This is an optimization exercise on Yosys and OpenROAD, whose aim is small area, a short achievable clock period and few clock cycles, not a production implementation.
Function not checked in this run: the RTL went through the layout flow alone.
No activity file was given, so power comes from the tool's default toggle rates.

<file path="flow/constraint.sdc">
create_clock -name core_clock -period 9.0 [get_ports {clk}]
set_input_delay 1.8000 -clock core_clock [delete_from_list [all_inputs] [get_ports {clk}]]
set_output_delay 1.8000 -clock core_clock [all_outputs]
set_load 0.01 [all_outputs]
</file>
<file path="flow/run.sh">
#!/bin/bash
# synth_recipe.tcl (not shown) runs the flow's synth.tcl, then flattens the netlist and writes it again
# the make line also repeats each setting of config.mk as NAME=value (left out here)
make -C /OpenROAD-flow-scripts/flow DESIGN_CONFIG=/design/flow/config.mk WORK_HOME=/design/flow/orfs CLKGATE_MAP_FILE= SYNTH_SCRIPT=/design/flow/synth_recipe.tcl finish
</file>
<file path="flow/design.v">
package shop_pkg;
	typedef logic [15:0] money_t;
	typedef logic [5:0]  item_num_t;
	typedef logic [11:0] exp_t;
	typedef logic [7:0]  user_id_t;
	typedef enum logic [1:0] {
		item_none,
		item_small,
		item_medium,
		item_large
	} item_id_e;
	typedef enum logic [1:0] {
		lvl_platinum = 2'd0,
		lvl_gold     = 2'd1,
		lvl_silver   = 2'd2,
		lvl_copper   = 2'd3
	} level_e;
	typedef enum logic [3:0] {
		act_none    = 4'd0,
		act_buy     = 4'd1,
		act_deposit = 4'd4
	} action_e;
	typedef enum logic [3:0] {
		no_err         = 4'd0,
		inv_not_enough = 4'd2,
		out_of_money   = 4'd3,
		inv_full       = 4'd4,
		wallet_full    = 4'd8
	} err_e;
	typedef struct packed {
		item_num_t large_num;
		item_num_t medium_num;
		item_num_t small_num;
		level_e    level;
		exp_t      exp;
	} shop_info_t;
	typedef struct packed {
		item_id_e  item_id;
		item_num_t item_num;
		user_id_t  seller_id;
	} shop_hist_t;
	typedef struct packed {
		money_t     money;
		shop_hist_t shop_history;
	} user_info_t;
	typedef struct packed {
		shop_info_t shop;
		user_info_t user;
	} account_t;
	typedef union packed {
		money_t money;
		struct packed {
			logic [7:0] pad;
			user_id_t   val;
		} id;
		struct packed {
			logic [11:0] pad;
			action_e     val;
		} action;
		struct packed {
			logic [13:0] pad;
			item_id_e    val;
		} item;
		struct packed {
			logic [9:0] pad;
			item_num_t  val;
		} count;
	} data_in_t;
	typedef enum logic [3:0] {
		s_idle,
		s_user_req,
		s_user_wait,
		s_input,
		s_seller_req,
		s_seller_wait,
		s_buy_calc,
		s_dep_calc,
		s_seller_wr,
		s_seller_wr_wait,
		s_user_wr,
		s_user_wr_wait,
		s_out
	} state_e;
	localparam money_t price_small  = 16'd100;
	localparam money_t price_medium = 16'd200;
	localparam money_t price_large  = 16'd300;
	localparam money_t fee_platinum = 16'd10;
	localparam money_t fee_gold     = 16'd30;
	localparam money_t fee_silver   = 16'd50;
	localparam money_t fee_copper   = 16'd70;
	localparam exp_t exp_small  = 12'd20;
	localparam exp_t exp_medium = 12'd40;
	localparam exp_t exp_large  = 12'd60;
	localparam exp_t exp_to_silver   = 12'd1000;
	localparam exp_t exp_to_gold     = 12'd2500;
	localparam exp_t exp_to_platinum = 12'd4000;
	localparam money_t money_max = 16'd65535;
	localparam int dram_word_bits = 64;
endpackage
`timescale 1ns/1ps
module dram_port
(
	input  logic                                 clk,
	input  logic                                 inf,
	input  logic                                 req_valid,
	input  logic                                 req_write,
	input  shop_pkg::user_id_t                   req_addr,
	input  shop_pkg::account_t                   req_data,
	output logic                                 resp_valid,
	output shop_pkg::account_t                   resp_data,
	input  logic                                 c_out_valid,
	input  logic [shop_pkg::dram_word_bits-1:0]  c_data_r,
	output logic                                 c_in_valid,
	output logic                                 c_r_wb,
	output shop_pkg::user_id_t                   c_addr,
	output logic [shop_pkg::dram_word_bits-1:0]  c_data_w
);
	function automatic logic [31:0] swap_bytes(input logic [31:0] w);
		swap_bytes = {w[7:0], w[15:8], w[23:16], w[31:24]};
	endfunction
	assign resp_valid = c_out_valid;
	assign resp_data  = {swap_bytes(c_data_r[63:32]), swap_bytes(c_data_r[31:0])};
	always_ff @(posedge clk or negedge inf) begin
		if (!inf) begin
			c_in_valid <= 1'b0;
			c_r_wb     <= 1'b0;
			c_addr     <= '0;
		end else begin
			c_in_valid <= req_valid;
			c_r_wb     <= req_valid && !req_write;
			c_addr     <= req_addr;
		end
	end
	always_ff @(posedge clk) begin
		if (req_valid) begin
			c_data_w <= {swap_bytes(req_data.shop), swap_bytes(req_data.user)};
		end
	end
endmodule
`timescale 1ns/1ps
module shop_fsm
(
	input  logic               clk,
	input  logic               inf,
	input  logic               id_valid,
	input  logic               act_valid,
	input  logic               amnt_valid,
	input  shop_pkg::action_e  action,
	input  logic               calc_ok,
	input  logic               resp_valid,
	output logic               req_valid,
	output logic               req_write,
	output shop_pkg::state_e   state,
	output shop_pkg::action_e  cur_action
);
	shop_pkg::state_e next_state;
	logic   last_seen;
	logic   last_now;
	assign last_now = last_seen || id_valid || amnt_valid;
	always_ff @(posedge clk or negedge inf) begin
		if (!inf) begin
			last_seen <= 1'b0;
		end else if (state == shop_pkg::s_idle) begin
			last_seen <= 1'b0;
		end else if (id_valid || amnt_valid) begin
			last_seen <= 1'b1;
		end
	end
	always_ff @(posedge clk or negedge inf) begin
		if (!inf) begin
			cur_action <= shop_pkg::act_none;
		end else if (state == shop_pkg::s_idle) begin
			cur_action <= shop_pkg::act_none;
		end else if (act_valid && (action == shop_pkg::act_buy || action == shop_pkg::act_deposit)) begin
			cur_action <= action;
		end
	end
	always_ff @(posedge clk or negedge inf) begin
		if (!inf) begin
			state <= shop_pkg::s_idle;
		end else begin
			state <= next_state;
		end
	end
	always_comb begin
		next_state = state;
		case (state)
			shop_pkg::s_idle:
				if (id_valid)
					next_state = shop_pkg::s_user_req;
			shop_pkg::s_user_req:
				next_state = shop_pkg::s_user_wait;
			shop_pkg::s_user_wait:
				if (resp_valid)
					next_state = shop_pkg::s_input;
			shop_pkg::s_input:
				if (last_now) begin
					if (cur_action == shop_pkg::act_buy)
						next_state = shop_pkg::s_seller_req;
					else if (cur_action == shop_pkg::act_deposit)
						next_state = shop_pkg::s_dep_calc;
				end
			shop_pkg::s_seller_req:
				next_state = shop_pkg::s_seller_wait;
			shop_pkg::s_seller_wait:
				if (resp_valid)
					next_state = shop_pkg::s_buy_calc;
			shop_pkg::s_buy_calc:
				next_state = calc_ok ? shop_pkg::s_seller_wr : shop_pkg::s_out;
			shop_pkg::s_dep_calc:
				next_state = calc_ok ? shop_pkg::s_user_wr : shop_pkg::s_out;
			shop_pkg::s_seller_wr:
				next_state = shop_pkg::s_seller_wr_wait;
			shop_pkg::s_seller_wr_wait:
				if (resp_valid)
					next_state = shop_pkg::s_user_wr;
			shop_pkg::s_user_wr:
				next_state = shop_pkg::s_user_wr_wait;
			shop_pkg::s_user_wr_wait:
				if (resp_valid)
					next_state = shop_pkg::s_out;
			shop_pkg::s_out:
				next_state = shop_pkg::s_idle;
			default:
				next_state = shop_pkg::s_idle;
		endcase
	end
	assign req_valid = (state == shop_pkg::s_user_req) || (state == shop_pkg::s_seller_req) ||
		(state == shop_pkg::s_seller_wr) || (state == shop_pkg::s_user_wr);
	assign req_write = (state == shop_pkg::s_seller_wr) || (state == shop_pkg::s_user_wr);
endmodule
`timescale 1ns/1ps
module account_store
(
	input  logic                 clk,
	input  logic                 inf,
	input  shop_pkg::state_e     state,
	input  shop_pkg::data_in_t   data_in,
	input  logic                 id_valid,
	input  logic                 item_valid,
	input  logic                 num_valid,
	input  logic                 amnt_valid,
	input  logic                 resp_valid,
	input  shop_pkg::account_t   resp_data,
	output shop_pkg::user_id_t   req_addr,
	output shop_pkg::account_t   req_data,
	input  shop_pkg::account_t   next_user,
	input  shop_pkg::account_t   next_seller,
	input  shop_pkg::err_e       calc_err,
	output shop_pkg::account_t   user,
	output shop_pkg::account_t   seller,
	output shop_pkg::item_id_e   item,
	output shop_pkg::item_num_t  count,
	output shop_pkg::money_t     amount,
	output shop_pkg::user_id_t   seller_id,
	output shop_pkg::user_id_t   user_id,
	output logic                 out_valid,
	output logic                 complete,
	output shop_pkg::err_e       err_msg,
	output logic [31:0]          out_info
);
	logic        in_calc;
	shop_pkg::err_e        err_hold;
	logic [31:0] info_hold;
	assign in_calc = (state == shop_pkg::s_buy_calc) || (state == shop_pkg::s_dep_calc);
	always_ff @(posedge clk) begin
		if (id_valid && state == shop_pkg::s_idle)
			user_id <= data_in.id.val;
		if (id_valid && state != shop_pkg::s_idle)
			seller_id <= data_in.id.val;
		if (item_valid)
			item <= data_in.item.val;
		if (num_valid)
			count <= data_in.count.val;
		if (amnt_valid)
			amount <= data_in.money;
	end
	always_ff @(posedge clk) begin
		if (state == shop_pkg::s_user_wait && resp_valid)
			user <= resp_data;
		else if (in_calc && calc_err == shop_pkg::no_err)
			user <= next_user;
		if (state == shop_pkg::s_seller_wait && resp_valid)
			seller <= resp_data;
		else if (in_calc && calc_err == shop_pkg::no_err)
			seller <= next_seller;
	end
	always_ff @(posedge clk) begin
		if (in_calc)
			err_hold <= calc_err;
		if (state == shop_pkg::s_buy_calc)
			info_hold <= next_user.user;
		else if (state == shop_pkg::s_dep_calc)
			info_hold <= {16'd0, next_user.user.money};
	end
	assign req_addr = (state == shop_pkg::s_seller_req || state == shop_pkg::s_seller_wr) ? seller_id : user_id;
	assign req_data = (state == shop_pkg::s_seller_wr) ? seller : user;
	always_ff @(posedge clk or negedge inf) begin
		if (!inf) begin
			out_valid <= 1'b0;
			complete  <= 1'b0;
			err_msg   <= shop_pkg::no_err;
			out_info  <= '0;
		end else if (state == shop_pkg::s_out) begin
			out_valid <= 1'b1;
			complete  <= (err_hold == shop_pkg::no_err);
			err_msg   <= err_hold;
			out_info  <= (err_hold == shop_pkg::no_err) ? info_hold : '0;
		end else begin
			out_valid <= 1'b0;
			complete  <= 1'b0;
			err_msg   <= shop_pkg::no_err;
			out_info  <= '0;
		end
	end
endmodule
`timescale 1ns/1ps
module trade_calc
(
	input  shop_pkg::action_e    action,
	input  shop_pkg::account_t   user,
	input  shop_pkg::account_t   seller,
	input  shop_pkg::item_id_e   item,
	input  shop_pkg::item_num_t  count,
	input  shop_pkg::money_t     amount,
	input  shop_pkg::user_id_t   seller_id,
	output shop_pkg::account_t   next_user,
	output shop_pkg::account_t   next_seller,
	output shop_pkg::err_e       calc_err,
	output logic                 calc_ok
);
	shop_pkg::money_t      unit_price;
	shop_pkg::money_t      fee;
	shop_pkg::exp_t        unit_exp;
	shop_pkg::item_num_t   user_cnt;
	shop_pkg::item_num_t   seller_cnt;
	logic [6:0]  user_sum;
	logic [16:0] price_total;
	logic [16:0] cost_total;
	logic [16:0] seller_sum;
	logic [16:0] dep_sum;
	logic [12:0] exp_sum;
	shop_pkg::level_e      new_level;
	shop_pkg::exp_t        new_exp;
	shop_pkg::account_t    buy_user;
	shop_pkg::account_t    buy_seller;
	shop_pkg::account_t    dep_user;
	shop_pkg::err_e        buy_err;
	always_comb begin
		case (item)
			shop_pkg::item_small:  begin unit_price = shop_pkg::price_small;  unit_exp = shop_pkg::exp_small; end
			shop_pkg::item_medium: begin unit_price = shop_pkg::price_medium; unit_exp = shop_pkg::exp_medium; end
			shop_pkg::item_large:  begin unit_price = shop_pkg::price_large;  unit_exp = shop_pkg::exp_large; end
			default:     begin unit_price = '0;           unit_exp = '0; end
		endcase
		case (item)
			shop_pkg::item_small:  begin user_cnt = user.shop.small_num;  seller_cnt = seller.shop.small_num; end
			shop_pkg::item_medium: begin user_cnt = user.shop.medium_num; seller_cnt = seller.shop.medium_num; end
			shop_pkg::item_large:  begin user_cnt = user.shop.large_num;  seller_cnt = seller.shop.large_num; end
			default:     begin user_cnt = '0;                   seller_cnt = '0; end
		endcase
		case (user.shop.level)
			shop_pkg::lvl_platinum: fee = shop_pkg::fee_platinum;
			shop_pkg::lvl_gold:     fee = shop_pkg::fee_gold;
			shop_pkg::lvl_silver:   fee = shop_pkg::fee_silver;
			default:      fee = shop_pkg::fee_copper;
		endcase
	end
	assign user_sum    = 7'(user_cnt) + 7'(count);
	assign price_total = unit_price * count;
	assign cost_total  = price_total + fee;
	assign seller_sum  = seller.user.money + price_total;
	assign exp_sum     = 13'(user.shop.exp) + 13'(count) * 13'(unit_exp);
	assign dep_sum     = user.user.money + amount;
	always_comb begin
		new_level = user.shop.level;
		new_exp   = exp_sum[11:0];
		case (user.shop.level)
			shop_pkg::lvl_copper:
				if (exp_sum >= 13'(shop_pkg::exp_to_silver)) begin
					new_level = shop_pkg::lvl_silver;
					new_exp   = '0;
				end
			shop_pkg::lvl_silver:
				if (exp_sum >= 13'(shop_pkg::exp_to_gold)) begin
					new_level = shop_pkg::lvl_gold;
					new_exp   = '0;
				end
			shop_pkg::lvl_gold:
				if (exp_sum >= 13'(shop_pkg::exp_to_platinum)) begin
					new_level = shop_pkg::lvl_platinum;
					new_exp   = '0;
				end
			default:
				new_exp = '0;
		endcase
	end
	always_comb begin
		buy_user   = user;
		buy_seller = seller;
		case (item)
			shop_pkg::item_small: begin
				buy_user.shop.small_num   = user.shop.small_num + count;
				buy_seller.shop.small_num = seller.shop.small_num - count;
			end
			shop_pkg::item_medium: begin
				buy_user.shop.medium_num   = user.shop.medium_num + count;
				buy_seller.shop.medium_num = seller.shop.medium_num - count;
			end
			shop_pkg::item_large: begin
				buy_user.shop.large_num   = user.shop.large_num + count;
				buy_seller.shop.large_num = seller.shop.large_num - count;
			end
			default: ;
		endcase
		buy_user.shop.level                  = new_level;
		buy_user.shop.exp                    = new_exp;
		buy_user.user.money                  = user.user.money - cost_total[15:0];
		buy_user.user.shop_history.item_id   = item;
		buy_user.user.shop_history.item_num  = count;
		buy_user.user.shop_history.seller_id = seller_id;
		buy_seller.user.money = (seller_sum > 17'(shop_pkg::money_max)) ? shop_pkg::money_max : seller_sum[15:0];
	end
	always_comb begin
		if (user_sum[6])
			buy_err = shop_pkg::inv_full;
		else if (seller_cnt < count)
			buy_err = shop_pkg::inv_not_enough;
		else if (cost_total > 17'(user.user.money))
			buy_err = shop_pkg::out_of_money;
		else
			buy_err = shop_pkg::no_err;
	end
	always_comb begin
		dep_user            = user;
		dep_user.user.money = dep_sum[15:0];
	end
	always_comb begin
		case (action)
			shop_pkg::act_buy: begin
				next_user   = buy_user;
				next_seller = buy_seller;
				calc_err    = buy_err;
			end
			shop_pkg::act_deposit: begin
				next_user   = dep_user;
				next_seller = seller;
				calc_err    = (dep_sum > 17'(shop_pkg::money_max)) ? shop_pkg::wallet_full : shop_pkg::no_err;
			end
			default: begin
				next_user   = user;
				next_seller = seller;
				calc_err    = shop_pkg::no_err;
			end
		endcase
	end
	assign calc_ok = (calc_err == shop_pkg::no_err);
endmodule
`timescale 1ns/1ps
module online_shop
(
	input  logic                                 clk,
	input  logic                                 inf,
	input  logic [15:0]                          data_in,
	input  logic                                 id_valid,
	input  logic                                 act_valid,
	input  logic                                 item_valid,
	input  logic                                 num_valid,
	input  logic                                 amnt_valid,
	input  logic                                 c_out_valid,
	input  logic [shop_pkg::dram_word_bits-1:0]  c_data_r,
	output logic                                 c_in_valid,
	output logic                                 c_r_wb,
	output shop_pkg::user_id_t                   c_addr,
	output logic [shop_pkg::dram_word_bits-1:0]  c_data_w,
	output logic                                 out_valid,
	output logic [3:0]                           err_msg,
	output logic                                 complete,
	output logic [31:0]                          out_info
);
	shop_pkg::state_e    state;
	shop_pkg::action_e   cur_action;
	logic      calc_ok;
	shop_pkg::err_e      calc_err;
	shop_pkg::account_t  user;
	shop_pkg::account_t  seller;
	shop_pkg::account_t  next_user;
	shop_pkg::account_t  next_seller;
	shop_pkg::item_id_e  item;
	shop_pkg::item_num_t count;
	shop_pkg::money_t    amount;
	shop_pkg::user_id_t  seller_id;
	shop_pkg::user_id_t  user_id;
	logic      req_valid;
	logic      req_write;
	shop_pkg::user_id_t  req_addr;
	shop_pkg::account_t  req_data;
	logic      resp_valid;
	shop_pkg::account_t  resp_data;
	shop_pkg::data_in_t din;
	shop_pkg::err_e      err_q;
	assign din     = data_in;
	assign err_msg = err_q;
	shop_fsm u_fsm (
		.clk        (clk),
		.inf        (inf),
		.id_valid   (id_valid),
		.act_valid  (act_valid),
		.amnt_valid (amnt_valid),
		.action     (din.action.val),
		.calc_ok    (calc_ok),
		.resp_valid (resp_valid),
		.req_valid  (req_valid),
		.req_write  (req_write),
		.state      (state),
		.cur_action (cur_action)
	);
	account_store u_store (
		.clk         (clk),
		.inf         (inf),
		.state       (state),
		.data_in     (din),
		.id_valid    (id_valid),
		.item_valid  (item_valid),
		.num_valid   (num_valid),
		.amnt_valid  (amnt_valid),
		.resp_valid  (resp_valid),
		.resp_data   (resp_data),
		.req_addr    (req_addr),
		.req_data    (req_data),
		.next_user   (next_user),
		.next_seller (next_seller),
		.calc_err    (calc_err),
		.user        (user),
		.seller      (seller),
		.item        (item),
		.count       (count),
		.amount      (amount),
		.seller_id   (seller_id),
		.user_id     (user_id),
		.out_valid   (out_valid),
		.complete    (complete),
		.err_msg     (err_q),
		.out_info    (out_info)
	);
	trade_calc u_calc (
		.action      (cur_action),
		.user        (user),
		.seller      (seller),
		.item        (item),
		.count       (count),
		.amount      (amount),
		.seller_id   (seller_id),
		.next_user   (next_user),
		.next_seller (next_seller),
		.calc_err    (calc_err),
		.calc_ok     (calc_ok)
	);
	dram_port u_port (
		.clk         (clk),
		.inf         (inf),
		.req_valid   (req_valid),
		.req_write   (req_write),
		.req_addr    (req_addr),
		.req_data    (req_data),
		.resp_valid  (resp_valid),
		.resp_data   (resp_data),
		.c_out_valid (c_out_valid),
		.c_data_r    (c_data_r),
		.c_in_valid  (c_in_valid),
		.c_r_wb      (c_r_wb),
		.c_addr      (c_addr),
		.c_data_w    (c_data_w)
	);
endmodule
</file>
<file path="flow/config.mk">
export PLATFORM = sky130hd
export DESIGN_NAME = online_shop
export DESIGN_NICKNAME = online_shop
export VERILOG_FILES = /design/flow/design.v
export SDC_FILE = /design/flow/constraint.sdc
export NUM_CORES = 4
export LEC_CHECK = 0
export CAP_MARGIN = 20
export CORE_MARGIN = 2
export CORE_UTILIZATION = 40
export SLEW_MARGIN = 20
</file>
==> results.txt <==
==> worst max-delay path by stage <==
stage | end | depth (start not counted) | start | slack (ps)
3_3_place_gp | u_store.user[51] | 26 | u_store.item[1] | 1170
4_1_cts | u_store.user[57] | 25 | u_store.item[1] | 830
6_report | u_store.user[55] | 26 | u_store.item[1] | 820
5_1_grt | u_store.user[34] | 26 | u_store.item[1] | 70
2_1_floorplan | u_store.user[0] | 25 | u_store.item[1] | 180
3_5_place_dp | u_store.user[55] | 25 | u_store.item[1] | 890
==> power groups by stage <==
stage	combinational [uW]	sequential [uW]	clock, uW
after detailed placement	3750	2450	0
after global placement	3700	2440	0
after floorplan	2450	2470	0
after global routing	4160	2460	1630
final	3790	2420	1540
after CTS	3780	2420	1570
==> final cells by class <==
| cell class | instances | area (um^2) |
|---|---|---|
| clock inverter | 14 | 193 |
| inverter | 134 | 503 |
| fill | 4405 | 25100 |
| timing repair buffer | 224 | 2170 |
| multi-input combinational | 1269 | 9650 |
| sequential | 325 | 9470 |
| clock buffer | 54 | 1040 |
| tap | 664 | 831 |
==> state kept, by name (all words and copies together), names as in the netlist, 2 cells and up <==
name	flops
u_store.user	64
u_store.count	6
u_fsm.cur_action	4
u_store.seller_id	8
u_port.c_data_w	64
u_fsm.state	4
u_store.err_msg	4
u_store.item	2
u_store.amount	16
u_port.c_addr	8
u_store.err_hold	4
u_store.out_info	32
u_store.user_id	8
u_store.seller	64
u_store.info_hold	32
==> worst register-to-register path: stages (launching register included) <==
cell and delay [ps]:
edfxtp_1 490, inv_1 200, ha_1 530, nor2_1 220
nor3_1 590, buf_4 260, ha_1 230, ha_1 280
inv_1 50, fa_1 520, fa_1 550, inv_1 50
ha_1 320, nand2_1 70, o21ai_0 260, and3_1 240
and3_1 200, nand3_1 170, nor4b_1 340, ha_1 330
nand3_1 150, a21oi_1 90, a221oi_1 360, o21ai_1 250
a2111oi_4 670, nand2_1 170, nand2_1 270
==> logic make-up (layout without fill, tap and decap cells) <==
group	after synthesis	in the layout	synth area share
AND/OR/NAND/NOR	488	488	0.121
AO/OA/AOI/OAI	419	419	0.145
flip-flops	325	325	0.477
buffers and inverters	205	426	0.0395
adder cells (fa/ha/maj)	196	196	0.135
XOR/XNOR	87	87	0.0388
multiplexers	79	79	0.0432
==> Yosys cell counts, types with 4 or more instances <==
library cell and instances:
edfxtp_1 268, ha_1 165, nor2_1 135, inv_1 133, a21oi_1 132, nand2_1 131
o21ai_0 66, and2_1 60, clkbuf_1 57, dfrtp_1 57, mux2_2 53, xnor2_1 49
a21o_1 38, xor2_1 37, and3_1 36, fa_1 31, mux2i_1 26, nand3_1 25
nor3_1 18, a31oi_1 17, a211oi_1 14, nand2b_1 14, nor2b_1 14, o31ai_1 14
o21a_1 13, o22a_1 13, a222oi_1 12, o21bai_1 10, a22o_1 9, nand4_1 9
o31ai_2 9, a221oi_2 8, o211ai_1 8, buf_1 7, nor3b_1 7, o21ai_1 7
or2_2 7, a211o_1 6, buf_2 6, nor4_1 5, or3_1 5, nand3b_1 4
==> layer usage <==
metal  part of all wire  vias to the layer above  GRT usage
met5                  0                        -          0
met2               0.45                      519      0.343
met4              0.034                        0     0.0823
met3              0.064                      103     0.0334
met1               0.46                     7193      0.318
li1                   -                     6945          -
==> through the flow <==
stage | setup slack (ps) | utilization | cells | hold WS [ps]
2_1_floorplan | 176 | - | 1799 | 451
3_3_place_gp | 1170 | 0.462 | 2616 | 459
3_5_place_dp | 888 | 0.462 | 2616 | 462
4_1_cts | 825 | 0.487 | 2684 | 463
5_1_grt | 67.1 | 0.488 | 2684 | 494
6_report | 819 | 0.488 | 2684 | 463
==> results.txt <==
* Status: complete, no violations
* WHS Endpoint: u_port.c_addr[0]
* Die Area at 51,400 um^2
* Final setup violation count at 0
* CTS max path bufs at 3
* Post-cts sizing count at 0
* Cells after Synth at 1,799
* Remaining Overflow, GRT at 0
* H-Tree Depth at 2
* Tot Pwr at 7750 uW
* CTS tree: yes
* Area leader, netlist: edfxtp_1
* Diodes inserted at 0
* Flops & latches, synth at 325
* Kind of critical path: register to register
* Post-Synthesis Net Count at roughly 2.1k
* Leak at just under 0.01 uW
* Pint at between 4000 and 5000 uW
* First drt pass iteration count at 7
* Post-CTS setup repair buffer count at 0
* Hold path cells at 1
* Cts hold-fix bufs at 0
* Comb power frac at 0.489
* Syn Area/Cell at 11.0 um^2
* Distinct cells, synth at 83
* Share of cells above drive strength 1 at 0.0886
* Synth area leaders: edfxtp_1 41%, ha_1 10%, dfrtp_1 7.2%
* Mapped Area at 19,900 um^2
* Sequential-to-total area share from yosys stat at 0.477
* GRT Util Overall at 0.223
* Routability Congestion at just under 0.9
* Critical Path Source Type: register
* Area share of the largest cell type after synthesis at 0.405
* Vias per cell at about 5.5
* Core area at 49,000 um^2
* Die width at 227 um
* # nets final at 2,275
* Final setup skew at 23.2 ps
* Initial antenna violation count at 0
* Reg2reg start: u_store.item[1]
* Fin Setup TNS at 0 ps
* F_max at around 0.12 GHz
* Root Driver: clkbuf_16
* Detailed Route Iter0 Violations at 1,413
* Period utilization at 0.909
* YS warnings at 4
* Power share of the clock group at 0.198
* Routed Antenna Nets at 0
* Number of buffers created by CTS at 37
* Max_cap viols at 0
* Commonest non-fill, non-tap cells in the layout: 268 x edfxtp_1, 198 x clkdlybuf4s50_1, 165 x ha_1, 135 x nor2_1
* WP buf/inv at 4
* Clock slew at reported path FFs at 60 ps
* Unrepaired setup endpoints after global routing: no
* Crit path time final at 8180 ps
* PwrDens at 325 nW/um^2
* Post-route cell area at approximately 24,000 um^2
* Vias after detailed routing at between 10k and 15k
* Crit path max fanout at 14
* Worst-Skew Late Latency at 570 ps
* Switch share at 0.403
* Hold Path Class: register to register
* Nature of the critical path endpoint: register
* CP dominant cell by count: ha_1
* DRC violations left at 0
* Required @ worst endpoint at 9240 ps
* Final Hold Fails at 0
* Part of the power in registers at 0.312
* Main synth FF type: edfxtp_1
* Num ports at 200
* DP Wirelength at 43.0 mm
* Vias in the first global route at 14.6k
* Dpl cell area at 22,600 um^2
* Area grow syn2layout at 20.2%
* Largest net degree at the start of global routing at 86
* Worst EP arrival at 8420 ps
* Crit path max-delay family: adder cells
* Commonest non-fill, non-tap cell in the layout: edfxtp_1
* Post-synth ARST share at 0.175
* Reg2reg end: u_store.user[55]
* NetSw at 3120 uW
* Die height at 227 um
* WL per Instance at roughly 21 um
* Initial core utilization at 0.406
* Number of flops mapped to enable cells by yosys at 268
* Min-delay src: u_store.user_id[0]
* R2R Setup Slk at 820 ps
* R2R cell count at 26
* Crit path largest cell delay at 670 ps
* Tightest Pin Transition at 1070 ps
* I/O Buffers at 199
* Slew headroom at 0.288
* Final wirelength at 56.8 mm
* Slowest stage cell, crit path: a2111oi_4
* Peak VDD IR at 0.000157 V
* Sink Count at 325
* Global-route wire length before repair at 86.1 mm
* Max-slew violations at 0
* Rows at 81

[separate check: timing with driven ports]
No port has a modelled driver above. Below, the same layout with a new extraction and two added sets of constraints. Step 1 sets driving cells, clkbuf_16 on the clock port and buf_2 on the other inputs (assumed; they add their load-dependent delay and slew). Step 2 times the ports against the registers' clock, not the clock port: input delays grow and output delays shrink by t, the midpoint of the rising clock arrivals with the driver on. Three values: no drivers, after step 1, after step 2; two values: the first two.
t (ns): 0.611
slack for setup (ns): 0.819 / 0.819 / 0.819
latest minus earliest clock arrival (ns): 0.025 / 0.024
After both steps this run still meets setup and hold. The setup slack of this run moves by 0.000 ns with the drivers and by 0.000 ns with both steps.
